What follows belongs to an exercise in optimizing a design on an open flow for small area, a short achievable clock period and few clock cycles; a production flow would make more cautious choices. RTL that was checked went through simulation tests only; none was proved equivalent to the original. The clock port is modelled as an ideal driver; clocking choices that lean on that would not hold on a real chip. Power is estimated from default activity; no workload was simulated.

==> run Z: inputs <==
==> flow/design.v (excerpt) <==
module clock_sync_top (
	input  logic                          clk_i,
	input  logic                          arst_n_i,
	input  logic [7:0]                    mbox_addr_i,
	input  logic [7:0]                    mbox_data_i,
	input  logic                          mbox_we_i,
	input  logic [1:0]                    snapshot_req_i,
	output logic [15:0]                   local_count_o,
	output logic [127:0]                  results_o,
	output logic [15:0]                   status_o,
	output logic                          result_req_o,
	input  logic                          result_ack_i
);
Settings: LEC_CHECK=0, CAP_MARGIN=20, CORE_MARGIN=2, CORE_UTILIZATION=65, CTS_BUF_LIST=sky130_fd_sc_hd__clkbuf_8, CTS_CLUSTER_DIAMETER=80, CTS_CLUSTER_SIZE=16, PLACE_DENSITY=0.8, SLEW_MARGIN=20; clock period 9.0 ns.
standard.sh (not shown) runs the stock make flow with config.mk's settings and CLKGATE_MAP_FILE= SYNTH_SCRIPT=/design/flow/synth_recipe.tcl, a recipe that flattens the netlist after the stock synthesis.
==> flow/flow/run.sh <==
#!/bin/bash
set -euo pipefail
here=$(pwd)
bash standard.sh finish \
  MATCH_CELL_FOOTPRINT=0 SETUP_SLACK_MARGIN=5.3 \
  "BUFFER_PORTS_ARGS=-buffer_cell sky130_fd_sc_hd__buf_1" \
  POST_CTS_TCL=$here/flow/skew.tcl SKEW_BUF_CELL=sky130_fd_sc_hd__clkbuf_4 \
  > flow_make.log 2>&1
==> flow/flow/skew.tcl <==
# Useful skew for the stamp -> result paths. After clock tree synthesis, the result registers
# under each leaf clock net are moved behind one extra clock buffer driven by that leaf net,
# so they capture a little later than the stamp registers launch. Only the register-to-
# register paths into the result registers gain; their paths to the outputs lose.
set block [ord::get_db_block]
set master [[ord::get_db] findMaster $::env(SKEW_BUF_CELL)]
array set groups {}
foreach inst [$block getInsts] {
  if { [string match "u_offset_delay_calc.results_o*" [$inst getName]] } {
    set it [$inst findITerm CLK]
    lappend groups([[$it getNet] getName]) $it
  }
}
set k 0
foreach leaf [lsort [array names groups]] {
  set buf [odb::dbInst_create $block $master skew_buf_$k]
  set net [odb::dbNet_create $block clknet_skew_$k]
  $net setSigType CLOCK
  [$buf findITerm A] connect [$block findNet $leaf]
  [$buf findITerm X] connect $net
  set sx 0
  set sy 0
  foreach it $groups($leaf) {
    $it disconnect
    $it connect $net
    set loc [[$it getInst] getLocation]
    incr sx [lindex $loc 0]
    incr sy [lindex $loc 1]
  }
  set n [llength $groups($leaf)]
  $buf setLocation [expr { $sx / $n }] [expr { $sy / $n }]
  $buf setPlacementStatus PLACED
  puts "skew: $n result registers under $leaf now behind skew_buf_$k"
  incr k
}
detailed_placement
estimate_parasitics -placement
repair_timing_helper
detailed_placement
check_placement -verbose
==> run A: changes against run Z <==
==> flow/flow/run.sh (replaced) <==
#!/bin/bash
set -euo pipefail
here=$(pwd)
bash standard.sh finish \
  MATCH_CELL_FOOTPRINT=0 SETUP_SLACK_MARGIN=5.3 \
  "BUFFER_PORTS_ARGS=-buffer_cell sky130_fd_sc_hd__buf_1" \
  POST_CTS_TCL=$here/flow/skew.tcl SKEW_BUF_CELL=sky130_fd_sc_hd__clkbuf_4 SKEW_PRE_CELL=sky130_fd_sc_hd__clkbuf_1 SKEW_OTHER_MARGIN=5.9 SKEW_REPAIR_MARGIN=5.62 \
  > flow_make.log 2>&1
==> flow/flow/skew.tcl (replaced) <==
# Useful skew for the stamp -> result paths. After clock tree synthesis, the result registers
# under each leaf clock net are moved, in groups of at most SKEW_MAX_FANOUT (8), behind one
# extra clock buffer driven by that leaf net,
# so they capture a little later than the stamp registers launch. Only the register-to-
# register paths into the result registers gain; their paths to the outputs lose. With
# SKEW_PRE_CELL set, a second, smaller buffer drives the extra buffer, for a longer delay.
set block [ord::get_db_block]
set master [[ord::get_db] findMaster $::env(SKEW_BUF_CELL)]
array set groups {}
foreach inst [$block getInsts] {
  if { [string match "u_offset_delay_calc.results_o*" [$inst getName]] } {
    set it [$inst findITerm CLK]
    lappend groups([[$it getNet] getName]) $it
  }
}
# at most SKEW_MAX_FANOUT registers behind each extra buffer, taken in order along x
set max_fanout 8
if { [info exists ::env(SKEW_MAX_FANOUT)] } {
  set max_fanout $::env(SKEW_MAX_FANOUT)
}
array set chunks {}
set c 0
foreach leaf [lsort [array names groups]] {
  set sorted [lsort -integer -index 0 [lmap it $groups($leaf) {
    list [lindex [[$it getInst] getLocation] 0] $it
  }]]
  set n [llength $sorted]
  set parts [expr { ($n + $max_fanout - 1) / $max_fanout }]
  set size [expr { ($n + $parts - 1) / $parts }]
  for { set i 0 } { $i < $n } { incr i $size } {
    set chunks($c) [list $leaf [lmap x [lrange $sorted $i [expr { $i + $size - 1 }]] { lindex $x 1 }]]
    incr c
  }
}
set k 0
foreach c [lsort -integer [array names chunks]] {
  lassign $chunks($c) leaf its
  set buf [odb::dbInst_create $block $master skew_buf_$k]
  set net [odb::dbNet_create $block clknet_skew_$k]
  $net setSigType CLOCK
  if { [info exists ::env(SKEW_PRE_CELL)] && $::env(SKEW_PRE_CELL) != "" } {
    set pre [odb::dbInst_create $block [[ord::get_db] findMaster $::env(SKEW_PRE_CELL)] skew_pre_$k]
    set mid [odb::dbNet_create $block clknet_skew_pre_$k]
    $mid setSigType CLOCK
    [$pre findITerm A] connect [$block findNet $leaf]
    [$pre findITerm X] connect $mid
    [$buf findITerm A] connect $mid
  } else {
    set pre ""
    [$buf findITerm A] connect [$block findNet $leaf]
  }
  [$buf findITerm X] connect $net
  set sx 0
  set sy 0
  foreach it $its {
    $it disconnect
    $it connect $net
    set loc [[$it getInst] getLocation]
    incr sx [lindex $loc 0]
    incr sy [lindex $loc 1]
  }
  set n [llength $its]
  $buf setLocation [expr { $sx / $n }] [expr { $sy / $n }]
  $buf setPlacementStatus PLACED
  if { $pre != "" } {
    $pre setLocation [expr { $sx / $n }] [expr { $sy / $n }]
    $pre setPlacementStatus PLACED
  }
  puts "skew: $n result registers under $leaf now behind skew_buf_$k"
  incr k
}
detailed_placement
estimate_parasitics -placement
# repair with the flow's setup margin, or with SKEW_REPAIR_MARGIN when that is set
set saved_margin $::env(SETUP_SLACK_MARGIN)
if { [info exists ::env(SKEW_REPAIR_MARGIN)] } {
  set ::env(SETUP_SLACK_MARGIN) $::env(SKEW_REPAIR_MARGIN)
}
repair_timing_helper
set ::env(SETUP_SLACK_MARGIN) $saved_margin
# with SKEW_OTHER_MARGIN set, one more repair towards that margin that leaves the logic in
# front of the result registers alone (it is held by set_dont_touch during the repair)
if { [info exists ::env(SKEW_OTHER_MARGIN)] } {
  set front [get_fanin -to [get_pins u_offset_delay_calc.results_o*/D] -only_cells -flat]
  set_dont_touch $front
  repair_timing -setup -setup_margin $::env(SKEW_OTHER_MARGIN) -repair_tns 100 -verbose
  unset_dont_touch $front
}
detailed_placement
check_placement -verbose
==> run X: changes against run Z <==
--- a/flow/design.v
+++ b/flow/design.v
@@ -27,13 +27,13 @@
 module local_counter (
 	input  logic                      clk_i,
 	input  logic                      arst_n_i,
 	input  logic [1:0]                snapshot_req_i,
 	output clock_sync_pkg::stamp_t    count_o,
 	output logic                      cycle_start_o,
-	output logic [7:0]                snap_tx_n_o,
+	output logic [7:0]                snap_tx_o,
 	output logic [7:0]                snap_rx_o
 );
 	logic [7:0] count;
 	assign cycle_start_o = (count == 8'd199);
 	assign count_o = {8'd0, count};
 	always_ff @(posedge clk_i or negedge arst_n_i) begin
@@ -42,17 +42,17 @@
 		end else begin
 			count <= cycle_start_o ? 8'd0 : count + 8'd1;
 		end
 	end
 	always_ff @(posedge clk_i or negedge arst_n_i) begin
 		if (!arst_n_i) begin
-			snap_tx_n_o <= '1;
+			snap_tx_o <= '0;
 			snap_rx_o <= '0;
 		end else begin
 			if (snapshot_req_i[0]) begin
-				snap_tx_n_o <= ~count;
+				snap_tx_o <= count;
 			end
 			if (snapshot_req_i[1]) begin
 				snap_rx_o <= count;
 			end
 		end
 	end
@@ -71,28 +71,26 @@
 	logic [7:0] stamp_lo [14];
 	logic [7:0] stamp_hi [14];
 	logic [2:0] flags [4];
 	logic [3:0] rdy1;
 	logic [3:0] rdy2;
 	logic [3:0] chain_ok;
+	logic [3:0] node_hit;
 	logic [3:0] lo_hit;
 	logic [3:0] hi_hit;
 	logic [3:0] flag_hit;
-	logic [15:0] lo_en;
-	logic [15:0] hi_en;
+	logic stamp_off;
 	always_comb begin
 		for (int n = 0; n < 4; n++) begin
-			flag_hit[n] = mbox_we_i && (mbox_addr_i == 8'(16 + 16 * n + 2));
-			for (int k = 0; k < 4; k++) begin
-				lo_en[4 * n + k] = mbox_we_i && (mbox_addr_i == 8'(16 + 16 * n + 4 + 2 * k));
-				hi_en[4 * n + k] = mbox_we_i && (mbox_addr_i == 8'(16 + 16 * n + 5 + 2 * k));
-			end
-			lo_hit[n] = |lo_en[4 * n +: 4];
-			hi_hit[n] = |hi_en[4 * n +: 4];
-		end
-	end
+			node_hit[n] = mbox_we_i && (mbox_addr_i[7:4] == 4'(n + 1));
+		end
+	end
+	assign stamp_off = (mbox_addr_i[3:2] == 2'd1) || (mbox_addr_i[3:2] == 2'd2);
+	assign lo_hit = node_hit & {4{stamp_off & ~mbox_addr_i[0]}};
+	assign hi_hit = node_hit & {4{stamp_off & mbox_addr_i[0]}};
+	assign flag_hit = node_hit & {4{mbox_addr_i[3:0] == 4'd2}};
 	assign chain_ok = {rdy1[2:0] & rdy2[2:0], 1'b1};
 	always_comb begin
 		status_next_o = '0;
 		for (int n = 0; n < 4; n++) begin
 			status_next_o.rx_ok[n] = rdy1[n] & rdy2[n];
 			status_next_o.sync_ok[n] = status_next_o.rx_ok[n] & flags[n][0];
@@ -123,22 +121,22 @@
 			end
 		end
 	end
 	always_ff @(posedge clk_i or negedge arst_n_i) begin
 		if (!arst_n_i) begin
 			for (int i = 0; i < 14; i++) begin
-				stamp_lo[i] <= (i % 4 == 2) ? 8'hff : 8'h00;
-				stamp_hi[i] <= (i % 4 == 2) ? 8'hff : 8'h00;
+				stamp_lo[i] <= '0;
+				stamp_hi[i] <= '0;
 			end
 		end else begin
 			for (int i = 0; i < 14; i++) begin
-				if (lo_en[i]) begin
-					stamp_lo[i] <= (i % 4 == 2) ? ~mbox_data_i : mbox_data_i;
-				end
-				if (hi_en[i]) begin
-					stamp_hi[i] <= (i % 4 == 2) ? ~mbox_data_i : mbox_data_i;
+				if (lo_hit[i / 4] && mbox_addr_i[2:1] == 2'(i % 4 + 2)) begin
+					stamp_lo[i] <= mbox_data_i;
+				end
+				if (hi_hit[i / 4] && mbox_addr_i[2:1] == 2'(i % 4 + 2)) begin
+					stamp_hi[i] <= mbox_data_i;
 				end
 			end
 		end
 	end
 	always_comb begin
 		for (int i = 0; i < 14; i++) begin
@@ -148,13 +146,13 @@
 endmodule
 `timescale 1ns/1ps
 module offset_delay_calc (
 	input  logic                          clk_i,
 	input  logic                          arst_n_i,
 	input  logic                          cycle_start_i,
-	input  logic [7:0]                    snap_tx_n_i,
+	input  logic [7:0]                    snap_tx_i,
 	input  logic [7:0]                    snap_rx_i,
 	input  logic [16*14-1:0]              stamps_i,
 	input  clock_sync_pkg::node_status_t  status_next_i,
 	output logic                          cycle_take_o,
 	output logic [4*32-1:0]     results_o,
 	output clock_sync_pkg::node_status_t  status_o,
@@ -179,51 +177,44 @@
 			end
 			g = gn; p = pn;
 		end
 		for (int l = 2; l >= 0; l--) begin
 			gn = g; pn = p;
 			for (int i = 0; i < 16; i++) begin
-				if (i >= (2 << l) && ((i + 1) % (2 << l)) == (1 << l)) begin
+				if (i >= (2 << l) && (i % (2 << l)) == (1 << l) - 1 + 0 && ((i + 1) % (2 << l)) == (1 << l)) begin
 					gn[i] = g[i] | (p[i] & g[i - (1 << l)]);
 					pn[i] = p[i] & p[i - (1 << l)];
 				end
 			end
 			g = gn; p = pn;
 		end
 		cpa = h ^ {g[14:0], 1'b0};
 	endfunction
-	function automatic logic [15:0] csa_s(input logic [15:0] x, input logic [15:0] y,
-			input logic [15:0] z);
-		csa_s = x ^ y ^ z;
+	function automatic logic [15:0] add4(input logic [15:0] p, input logic [15:0] q,
+			input logic [15:0] r, input logic [15:0] s, input logic [1:0] cin);
+		logic [15:0] s1, c1, s2, c2;
+		s1 = p ^ q ^ r;
+		c1 = {(p[14:0] & q[14:0]) | (p[14:0] & r[14:0]) | (q[14:0] & r[14:0]), cin[0]};
+		s2 = s1 ^ c1 ^ s;
+		c2 = {(s1[14:0] & c1[14:0]) | (s1[14:0] & s[14:0]) | (c1[14:0] & s[14:0]), cin[1]};
+		add4 = cpa(s2, c2);
 	endfunction
-	function automatic logic [15:0] csa_c(input logic [15:0] x, input logic [15:0] y,
-			input logic [15:0] z, input logic cin);
-		csa_c = {(x[14:0] & y[14:0]) | (x[14:0] & z[14:0]) | (y[14:0] & z[14:0]), cin};
-	endfunction
 	always_comb begin
 		for (int k = 0; k < 4; k++) begin
-			logic [15:0] t0, t1, an, b, s1, c1, s2, c2;
+			logic [15:0] t0, t1, a, b;
 			t0 = stamps_i[16 * (4 * k) +: 16];
 			t1 = stamps_i[16 * (4 * k + 1) +: 16];
 			if (k == 0) begin
-				an = {8'hff, snap_tx_n_i};
+				a = {8'd0, snap_tx_i};
 				b = {8'd0, snap_rx_i};
 			end else begin
-				an = stamps_i[16 * (4 * k - 2) +: 16];
+				a = stamps_i[16 * (4 * k - 2) +: 16];
 				b = stamps_i[16 * (4 * k - 1) +: 16];
 			end
-			s1 = csa_s(t0, an, b);
-			c1 = csa_c(t0, an, b, 1'b1);
-			s2 = csa_s(s1, c1, ~t1);
-			c2 = csa_c(s1, c1, ~t1, 1'b1);
-			results_next[32 * k +: 16] = cpa(s2, c2);
-			s1 = csa_s(t0, an, t1);
-			c1 = csa_c(t0, an, t1, 1'b1);
-			s2 = csa_s(s1, c1, ~b);
-			c2 = csa_c(s1, c1, ~b, 1'b1);
-			results_next[32 * k + 16 +: 16] = cpa(s2, c2);
+			results_next[32 * k +: 16] = add4(t0, ~t1, ~a, b, 2'b11);
+			results_next[32 * k + 16 +: 16] = add4(t0, t1, ~a, ~b, 2'b11);
 		end
 	end
 	always_ff @(posedge clk_i) begin
 		if (cycle_take_o) begin
 			results_o <= results_next;
 			status_o <= status_next_i;
@@ -260,23 +251,23 @@
 	output logic [15:0]                   status_o,
 	output logic                          result_req_o,
 	input  logic                          result_ack_i
 );
 	logic cycle_start;
 	logic cycle_take;
-	logic [7:0] snap_tx_n;
+	logic [7:0] snap_tx;
 	logic [7:0] snap_rx;
 	logic [16*14-1:0] stamps;
 	clock_sync_pkg::node_status_t status_next;
 	local_counter u_local_counter (
 		.clk_i          (clk_i),
 		.arst_n_i       (arst_n_i),
 		.snapshot_req_i (snapshot_req_i),
 		.count_o        (local_count_o),
 		.cycle_start_o  (cycle_start),
-		.snap_tx_n_o    (snap_tx_n),
+		.snap_tx_o      (snap_tx),
 		.snap_rx_o      (snap_rx)
 	);
 	timestamp_store u_timestamp_store (
 		.clk_i         (clk_i),
 		.arst_n_i      (arst_n_i),
 		.mbox_addr_i   (mbox_addr_i),
@@ -287,13 +278,13 @@
 		.status_next_o (status_next)
 	);
 	offset_delay_calc u_offset_delay_calc (
 		.clk_i         (clk_i),
 		.arst_n_i      (arst_n_i),
 		.cycle_start_i (cycle_start),
-		.snap_tx_n_i   (snap_tx_n),
+		.snap_tx_i     (snap_tx),
 		.snap_rx_i     (snap_rx),
 		.stamps_i      (stamps),
 		.status_next_i (status_next),
 		.cycle_take_o  (cycle_take),
 		.results_o     (results_o),
 		.status_o      (status_o),
==> flow/flow/run.sh (replaced) <==
#!/bin/bash
set -euo pipefail
bash standard.sh finish \
  MATCH_CELL_FOOTPRINT=0 SETUP_SLACK_MARGIN=5.6 \
  "BUFFER_PORTS_ARGS=-buffer_cell sky130_fd_sc_hd__buf_2" \
  > flow_make.log 2>&1
- CORE_UTILIZATION: 65 -> 40
- CTS_BUF_LIST: sky130_fd_sc_hd__clkbuf_8 -> not set
- CTS_CLUSTER_DIAMETER: 80 -> not set
- CTS_CLUSTER_SIZE: 16 -> not set
- PLACE_DENSITY: 0.8 -> 0.6
removed: flow/flow/skew.tcl
==> qor.csv <==
stage;metric;value;unit
status;status;complete, no violations;
worst_setup_path;WP buf/inv;0;
finish;register area;11200;um2
floorplan;Starting Density;66.0;%
finish;Diodes inserted;7;
finish;area of the multi-input gates;12700;um2
routing;DRT met1 WL;21300;um
synth;Post-Syn Area;24800;um2
floorplan;core box area;37700;um2
place;post-place instance area;26000;um2
worst_setup_path;worst endpoint required time;9.61;ns
finish;Nets;2501;
synth;share of the synthesized area in the top cell type;22.2;%
clock_tree;clock latency on the worst-skew pair;0.93;ns
power;Gate power share;37.8;%
the above is filed under run A

==> qor.csv <==
stage;metric;value;unit
worst_setup_path;worst endpoint required time;9.33;ns
status;status;complete, no violations;
synth;share of the synthesized area in the top cell type;26.6;%
power;Gate power share;41.5;%
clock_tree;clock latency on the worst-skew pair;0.59;ns
routing;DRT met1 WL;24600;um
worst_setup_path;WP buf/inv;2;
finish;Diodes inserted;1;
finish;register area;11100;um2
finish;Nets;2728;
finish;area of the multi-input gates;13900;um2
floorplan;core box area;63000;um2
the above is filed under run X

==> qor.csv <==
stage;metric;value;unit
status;status;complete, no violations;
finish;register area;11200;um2
routing;routed via count;14300;
synth;Post-Syn Area;24800;um2
finish;Largest regs;u_offset_delay_calc.results_o x128, u_timestamp_store.stamp_hi x112, u_timestamp_store.stamp_lo x112;
place;post-place instance area;26000;um2
power;Gate power share;37.4;%
place;Placer Congestion;0.872;
finish;Nets;2459;
routing;DRT met1 WL;21100;um
clock_tree;clock latency on the worst-skew pair;0.83;ns
worst_setup_path;WP buf/inv;0;
floorplan;Starting Density;66.0;%
floorplan;core box area;37700;um2
synth;share of the synthesized area in the top cell type;22.2;%
worst_setup_path;worst endpoint required time;9.53;ns
the above is filed under run Z

Testbench counts of run Z, summed over its fixed seeds: cycles 240.
Testbench counts of run A, summed over its fixed seeds: cycles 240.
Function not checked in run X: the RTL went through the layout flow alone.

[static timing again, ports no longer ideal]
The results above use ideal ports. As a check the final layouts listed here were re-extracted and re-timed, cells and wires unchanged.
Step 1 assumes that a clkbuf_16 drives the clock port and a buf_2 every other input.
Step 2, shift: input delay + t, output delay - t, t = (earliest + latest rising clock arrival at the registers) / 2. This alone moves slack from input paths to output paths.
a / b / c = ideal ports / drivers / drivers and shift; a / b = the first two.
run	t, ns	slack for setup (ns)	worst setup path after step 2	latest minus earliest clock arrival (ns)	slew at the worst register clock pin (ns)
run Z	0.772	5.448 / 5.448 / 4.829	input to register	0.218 / 0.219	0.12 / 0.12
run A	0.823	5.595 / 5.595 / 4.887	input to register	0.320 / 0.320	0.12 / 0.12
run X	0.641	5.379 / 5.379 / 5.013	input to register	0.020 / 0.019	0.07 / 0.07
In run A the clock reaches the registers at very different times; t lies between them, and the last value is a rough guide only. For run A, which loses most, drivers alone change the setup slack by 0.000 ns; drivers and shift together by -0.708 ns.
